This is an optimization exercise on Yosys and OpenROAD, whose aim is a short achievable clock period and few clock cycles per item, not a production implementation.
In this exercise RTL edits were held to simulation tests only and were not proved equivalent to the original.
No activity file was given, so power comes from the tool's default toggle rates.

===== design.v =====
package mc_pkg;
    localparam int OPC_W = 3;
    typedef enum logic [OPC_W-1:0] {
        OP_NOP  = 3'd0,
        OP_LI   = 3'd1,
        OP_ADD  = 3'd2,
        OP_SUB  = 3'd3,
        OP_LW   = 3'd4,
        OP_SW   = 3'd5,
        OP_BEQZ = 3'd6,
        OP_HALT = 3'd7
    } opcode_e;
    typedef enum logic [2:0] {
        ST_FETCH  = 3'd0,
        ST_DECODE = 3'd1,
        ST_EXEC   = 3'd2,
        ST_MEM    = 3'd3,
        ST_WB     = 3'd4,
        ST_HALT   = 3'd5
    } state_e;
endpackage
module mc_regfile #(
    parameter int DW   = 32,
    parameter int NREG = 8,
    parameter int RAW  = $clog2(NREG)
) (
    input  logic           clk,
    input  logic           rst_n,
    input  logic           we,
    input  logic [RAW-1:0] waddr,
    input  logic [DW-1:0]  wdata,
    input  logic [RAW-1:0] ra_addr,
    output logic [DW-1:0]  ra_data,
    input  logic [RAW-1:0] rb_addr,
    output logic [DW-1:0]  rb_data,
    input  logic [RAW-1:0] rp_addr,
    output logic [DW-1:0]  rp_data
);
    logic [DW-1:0] regs_q [NREG];
    always_ff @(posedge clk or negedge rst_n) begin
        if (!rst_n) begin
            for (int i = 0; i < NREG; i++) regs_q[i] <= '0;
        end else begin
            for (int i = 0; i < NREG; i++)
                if (we && waddr == RAW'(i)) regs_q[i] <= wdata;
        end
    end
    assign ra_data = regs_q[ra_addr];
    assign rb_data = regs_q[rb_addr];
    assign rp_data = regs_q[rp_addr];
endmodule
import mc_pkg::*;
module mc_datapath #(
    parameter int DW     = 32,
    parameter int NREG   = 8,
    parameter int MDEPTH = 16,
    parameter int PCW    = 8,
    parameter int IMMW   = 8,
    parameter int RAW    = $clog2(NREG),
    parameter int MAW    = $clog2(MDEPTH),
    parameter int IW     = OPC_W + 2 * RAW + IMMW
) (
    input  logic           clk,
    input  logic           rst,
    input  logic           run,
    output logic [PCW-1:0] instr_addr,
    input  logic [IW-1:0]  instr,
    output logic [PCW-1:0] pc,
    output logic           halted,
    output logic           reg_we,
    output logic           mem_we,
    input  logic [RAW-1:0] probe_reg_addr,
    output logic [DW-1:0]  probe_register_file,
    input  logic [MAW-1:0] probe_mem_addr,
    output logic [DW-1:0]  probe_data_memory
);
    localparam int RS_LSB  = IMMW;
    localparam int RD_LSB  = IMMW + RAW;
    localparam int OPC_LSB = IMMW + 2 * RAW;
    logic [PCW-1:0]  fpc_q;       
    logic            halted_q;
    logic            e_li_q, e_add_q, e_sub_q, e_lw_q, e_sw_q;
    logic [RAW-1:0]  e_rd_q;
    logic [IMMW-1:0] e_imm_q;
    logic            e_limz_q;    
    logic            e_azero_q;   
    logic [DW-1:0]   e_a_q, e_b_q;
    logic [NREG-1:0]   zf_q;      
    logic [MDEPTH-1:0] mzf_q;     
    logic [DW-1:0]     mem_q [MDEPTH];
    logic            e_wr;
    logic [MAW-1:0]  e_ea;
    logic [DW-1:0]   e_ld, e_res;
    logic            e_zero;
    logic            e_addz;
    assign e_wr = e_li_q | e_add_q | e_sub_q | e_lw_q;
    assign e_ea = e_b_q[MAW-1:0] + e_imm_q[MAW-1:0];
    assign e_ld = mem_q[e_ea];
    always_comb begin
        e_res = e_ld;
        if (e_li_q)  e_res = DW'($signed(e_imm_q));
        if (e_add_q) e_res = e_a_q + e_b_q;
        if (e_sub_q) e_res = e_a_q - e_b_q;
    end
    assign e_addz = ((e_a_q ^ e_b_q) == {e_a_q[DW-2:0] | e_b_q[DW-2:0], 1'b0});
    always_comb begin
        e_zero = mzf_q[e_ea];
        if (e_li_q)  e_zero = e_limz_q;
        if (e_add_q) e_zero = e_addz;
        if (e_sub_q) e_zero = (e_a_q == e_b_q);
    end
    logic [OPC_W-1:0] f_op;
    logic [RAW-1:0]   f_rd, f_rs;
    logic [IMMW-1:0]  f_imm;
    logic [DW-1:0]    rf_a, rf_b;
    logic [DW-1:0]    f_a, f_b;
    logic             hit_a, hit_b;
    logic             f_azero;
    logic             go, issue, taken;
    logic [PCW-1:0]   nxt;
    assign f_op  = instr[OPC_LSB +: OPC_W];
    assign f_rd  = instr[RD_LSB +: RAW];
    assign f_rs  = instr[RS_LSB +: RAW];
    assign f_imm = instr[IMMW-1:0];
    mc_regfile #(
        .DW   (DW),
        .NREG (NREG),
        .RAW  (RAW)
    ) u_rf (
        .clk     (clk),
        .rst_n   (rst),
        .we      (e_wr),
        .waddr   (e_rd_q),
        .wdata   (e_res),
        .ra_addr (f_rd),
        .ra_data (rf_a),
        .rb_addr (f_rs),
        .rb_data (rf_b),
        .rp_addr (probe_reg_addr),
        .rp_data (probe_register_file)
    );
    assign hit_a   = e_wr && (e_rd_q == f_rd);
    assign hit_b   = e_wr && (e_rd_q == f_rs);
    assign f_a     = hit_a ? e_res : rf_a;
    assign f_b     = hit_b ? e_res : rf_b;
    assign f_azero = hit_a ? e_zero : zf_q[f_rd];
    assign go    = run && !halted_q;
    assign issue = go && (f_op != OP_HALT);
    assign taken = (f_op == OP_BEQZ) && f_azero;
    assign nxt   = !issue ? fpc_q :
                   taken  ? fpc_q + PCW'($signed(f_imm)) :
                            fpc_q + PCW'(1);
    assign instr_addr = rst ? nxt : '0;
    always_ff @(posedge clk or negedge rst) begin
        if (!rst) begin
            fpc_q     <= '0;
            halted_q  <= 1'b0;
            e_li_q    <= 1'b0;
            e_add_q   <= 1'b0;
            e_sub_q   <= 1'b0;
            e_lw_q    <= 1'b0;
            e_sw_q    <= 1'b0;
            e_rd_q    <= '0;
            e_imm_q   <= '0;
            e_limz_q  <= 1'b0;
            e_azero_q <= 1'b0;
            e_a_q     <= '0;
            e_b_q     <= '0;
        end else begin
            fpc_q     <= nxt;
            if (go && f_op == OP_HALT) halted_q <= 1'b1;
            e_li_q    <= issue && (f_op == OP_LI);
            e_add_q   <= issue && (f_op == OP_ADD);
            e_sub_q   <= issue && (f_op == OP_SUB);
            e_lw_q    <= issue && (f_op == OP_LW);
            e_sw_q    <= issue && (f_op == OP_SW);
            e_rd_q    <= f_rd;
            e_imm_q   <= f_imm;
            e_limz_q  <= (f_imm == '0);
            e_azero_q <= f_azero;
            e_a_q     <= f_a;
            e_b_q     <= f_b;
        end
    end
    always_ff @(posedge clk or negedge rst) begin
        if (!rst) begin
            zf_q <= '1;
        end else begin
            for (int i = 0; i < NREG; i++)
                if (e_wr && e_rd_q == RAW'(i)) zf_q[i] <= e_zero;
        end
    end
    always_ff @(posedge clk or negedge rst) begin
        if (!rst) begin
            for (int i = 0; i < MDEPTH; i++) mem_q[i] <= '0;
            mzf_q <= '1;
        end else begin
            for (int i = 0; i < MDEPTH; i++)
                if (e_sw_q && e_ea == MAW'(i)) begin
                    mem_q[i] <= e_a_q;
                    mzf_q[i] <= e_azero_q;
                end
        end
    end
    assign pc                = fpc_q;
    assign halted            = halted_q;
    assign reg_we            = e_wr;
    assign mem_we            = e_sw_q;
    assign probe_data_memory = mem_q[probe_mem_addr];
endmodule

===== run.sh =====
#!/bin/bash
# synth_recipe.tcl (not shown) runs the flow's synth.tcl, then flattens the netlist and writes it again
# the make line also repeats each setting of config.mk as NAME=value (left out here)
make -C /OpenROAD-flow-scripts/flow DESIGN_CONFIG=/design/flow/config.mk WORK_HOME=/design/flow/orfs CLKGATE_MAP_FILE= SYNTH_SCRIPT=/design/flow/synth_recipe.tcl finish

===== config.mk =====
export PLATFORM = sky130hd
export DESIGN_NAME = mc_datapath
export DESIGN_NICKNAME = mc_datapath
export VERILOG_FILES = /design/flow/design.v
export SDC_FILE = /design/flow/constraint.sdc
export NUM_CORES = 4
export LEC_CHECK = 0
export CAP_MARGIN = 20
export CORE_MARGIN = 2
export CORE_UTILIZATION = 40
export SLEW_MARGIN = 20

===== constraint.sdc =====
create_clock -name core_clock -period 5.5 [get_ports {clk}]
set_input_delay 1.1000 -clock core_clock [delete_from_list [all_inputs] [get_ports {clk}]]
set_output_delay 1.1000 -clock core_clock [all_outputs]
set_load 0.01 [all_outputs]

==> impl_metrics.yaml <==
sta:
  finalCritPeriodShare_pct: 114
  fin_skew_ps: 46.9
  worstMarginPinSlew_ps: 1210
  finalHoldViolCount: 0
  maxSlewViolCount: 0
  slew_headroom_pct: 18.7
  worst_slack_ps: -744
  rsz0062_at_grt: "yes"
  fmax_mhz: 160
  period_minus_slack_ps: 6240
  setup_viol: 7
  final.setup.tns_ps: -3340
clock_network:
  cts_tree: "built"
  clock_tree.root_cell: "clkbuf_16"
  htreeDepth: 3
  cts_hold_buf: 0
  clk_pin_slew_worst_paths_ps: 60
  ctsLongestPathBuffers: 3
  clkLatencyLatePin_ps: 750
  numClockSinks: 883
  cts_made_buffers: 98
placement:
  gp_congestion: 0.968
  dpl.cell_count: 7102
  dp_hpwl_mm: 152
  dp_slack_ps: -661
  portBuffers: 109
synth:
  synth.distinct_cells: 104
  synth_cells: 5309
  synthTopCellsByArea: "dfrtp_1 42%, mux2_2 8.7%, nand2_1 5.6%"
  ys_seq_elements: 883
  yosysTopAreaCell: "dfrtp_1"
  synth-edff-count: 0
  netlist_area_sq_mm: 0.0511
  async_flop_share_pct: 100
  syn-num-nets: 5443
  seq_area_frac_synth_pct: 43.3
  ys_warn_count: 4
  yosysTopAreaCellShare_pct: 42.1
  synth.avg_cell_area_sq_um: 9.62
  synthFlopType: "dfrtp_1"
outcome:
  outcome: "complete, but fails checks"
  check.faults: "negative setup slack"
critical_path:
  crit_chain: "ha_4 -> fa_2 -> mux4_2 -> o21ai_1 -> nand3_1 -> a31oi_4 -> a31oi_4 -> nand4b_4 -> buf_6 -> or2_4 -> ha_4 -> buf_6 -> fa_2 -> a21oi_2 -> o21bai_1 -> a21o_1 -> a21oi_2 -> xnor2_1 -> mux2_2 -> and2_1 -> buf_2"
  crit_required_ps: 4400
  cpMaxStageDelayCell: "fa_2"
  worstPathMaxFanout: 5
  reg2reg_depth: 13
  critPathMaxStageDelay_ps: 610
  critPathCaptureType: "primary output"
  path_depth: 21
  arrival_ps: 5140
  path_buf_inv: 3
  cp-start-kind: "flip-flop"
  worstSetupPathType: "reg2out"
  cp_top_family: "adder cells"
global_route:
  grt_max_degree: 156
  antenna_found_initial: 9
  grt_pass1_vias: 46500
  grt_pass1_wl_mm: 329
  grt_overflow: 0
  grt_usage_pct: 34.1
floorplan:
  die_x_um: 361
  die_y_um: 361
  num_rows: 131
  coreArea_sq_mm: 0.127
  ios: 110
  dieArea_sq_mm: 0.131
  start_util_pct: 40.2
power:
  internal_power_uw: 14300
  swShare_pct: 38.0
  pwr-share-clk_pct: 30.9
  power_uw: 23100
  ir_drop_uv: 292
  switching_power_uw: 8790
  powerDensity_mw_per_mm2: 382
  power_frac_seq_pct: 33.7
  comb_power_share_pct: 35.5
  leakage_uw: 0.0263
cells_and_area:
  final_cells: 7303
  syn2layout_area_growth_pct: 18.6
  drive_gt1_share_pct: 23.0
  multi_input_area_sq_mm: 0.0273
  mostFrequentLayoutCell: "dfrtp_1"
  final_core_utilization_pct: 47.6
  nFillCells: 12000
  nNetsFinal: 5692
  most-common-layout-cells: "852 x dfrtp_1, 750 x nand2_1, 536 x o21ai_0, 396 x buf_4, 393 x mux2_2"
  regArea_sq_mm: 0.0221
drt:
  avgViaCountPerCell: 6.58
  wire_per_inst_um: 31.2
  routed_wl_mm: 228
  drt_iter0_drc: 6641
  route.detailed.drc: 0
  drtPass1Iterations: 9
  drtAntennaViolNets: 0
  vias: 48100
worst_hold_path:
  hp-class: "in2async"
run:
  maxCapViolations: 0
repair_timing:
item | 4_1_cts | 5_1_grt
setup endpoints to repair | 8 | 8
pin swaps | 32 | 22
setup buffers | 12 | 7
gates resized for setup | 50 | 36
cell families (layout without fill, tap and decap cells):
family          count (synthesis)  in the layout  synth area share [%]
other cells                     0              3                     0
simple gates                 1408           1408                  12.2
buf+inv                       554            883                  4.41
mux                           560            560                  13.6
fa+ha+maj                     107            107                  2.68
xor+xnor                       67             67                  1.16
flops                         883            883                  43.3
compound gates               1730           1730                  22.6
final timing paths:
check | start | endpoint | slack [ps]
max in group asynchronous | rst | u_rf.regs_q[4][31] | 3080
hold reg to reg | zf_q[3] | zf_q[3] | 500
setup reg to reg | e_b_q[0] | e_b_q[17] | 300
hold / removal | rst | mem_q[14][31] | 200
min in group core_clock | zf_q[3] | zf_q[3] | 500
setup / recovery | e_b_q[0] | instr_addr[6] | -740
layer usage:
| metal | track usage, % | vias up | routed length, um |
|---|---|---|---|
| met2 | 50.5 | 3440 | 96900 |
| li1 | - | 20100 | - |
| met1 | 45.0 | 23600 | 87800 |
| met5 | 0 | - | 45 |
| met4 | 19.7 | 8 | 15900 |
| met3 | 9.06 | 916 | 27200 |
synthesized netlist by cell type, types with 21 or more instances:
cell	instances
ha_1	103
o211ai_1	33
o31ai_1	35
buf_1	29
o22ai_1	44
dfrtp_1	859
a221oi_1	88
nand3_1	88
a22oi_1	248
inv_1	111
a222oi_1	23
a22o_1	73
nand2_1	759
o22a_1	41
buf_2	80
mux2_2	395
xnor2_1	56
nor2b_1	21
clkinv_1	36
nor2_1	251
a21o_1	36
nor3_1	57
mux2i_1	95
o21ai_0	541
a211oi_1	29
and3_1	24
nand4_1	59
mux4_2	69
clkbuf_1	283
a21oi_1	286
dfstp_2	24
a31oi_1	40
and2_1	27
nand2b_1	31
per-stage QoR:
stage | hold WS, ps | area, sq um
CTS | 188 | 60400
finish | 205 | 60600
floorplan | 450 | 51200
global placement | 466 | 56700
global route | 199 | 60600
detailed placement | 494 | 56700
flip-flops by register name, summed over array words and instances (netlist names):
register and flops:
e_sw_q 1, e_imm_q 8, e_rd_q 3, mzf_q 16, e_li_q 1, e_add_q 1, u_rf.regs_q 256, e_limz_q 1
fpc_q 8, e_b_q 32, e_lw_q 1, halted_q 1, e_azero_q 1, e_sub_q 1, mem_q 512, e_a_q 32
zf_q 8
worst reg2reg max path, cell delays in order, from the launching register on:
cell	delay, ps
dfrtp_1	430
ha_4	190
fa_2	410
xor2_4	210
buf_4	330
buf_4	650
nand2_1	480
buf_4	310
nor3_4	440
buf_12	280
a2111o_1	410
a221oi_1	190
a21o_1	380
o21ai_0	370
power by group through the flow:
stage	clock network (uW)	registers, uW	logic (uW)
finish	7140	7790	8200
CTS	7190	7760	7780
detailed placement	0	7870	7690
floorplan	0	7740	4130
global placement	0	7840	7670
global route	7450	7870	8540
final cells by class:
cell class	count	area share [%]
Antenna cell	3	0.0124
Clock buffer	146	4.83
Clock inverter	34	0.896
Inverter	147	0.952
Multi-Input combinational cell	3872	45.1
Sequential cell	883	36.5
Tap cell	1662	3.43
Timing Repair Buffer	556	8.22
Testbench counts, summed over its fixed seeds: cycles 45,699, instrs 45,699.

[static timing again, ports no longer ideal]
Ports are ideal in the flow. The routed layout listed here was re-timed in OpenROAD.
Step 1 (the two cells are an assumption about what drives the block):
set clk [get_ports {clk}]
set_driving_cell -lib_cell sky130_fd_sc_hd__clkbuf_16 $clk
set_driving_cell -lib_cell sky130_fd_sc_hd__buf_2 [delete_from_list [all_inputs] $clk]
Step 2, shift: input delay + t, output delay - t, t = (earliest + latest rising clock arrival at the registers) / 2. This alone moves slack from input paths to output paths.
a / b / c = ideal / step 1 / step 2; a / b = the first two.
shift t [ns]: 0.805
setup slack, ns: -0.744 / -0.819 / -0.126
pins driven straight from the clock port: 1
For this run, drivers alone change the setup slack by -0.075 ns; drivers and shift together by +0.618 ns.
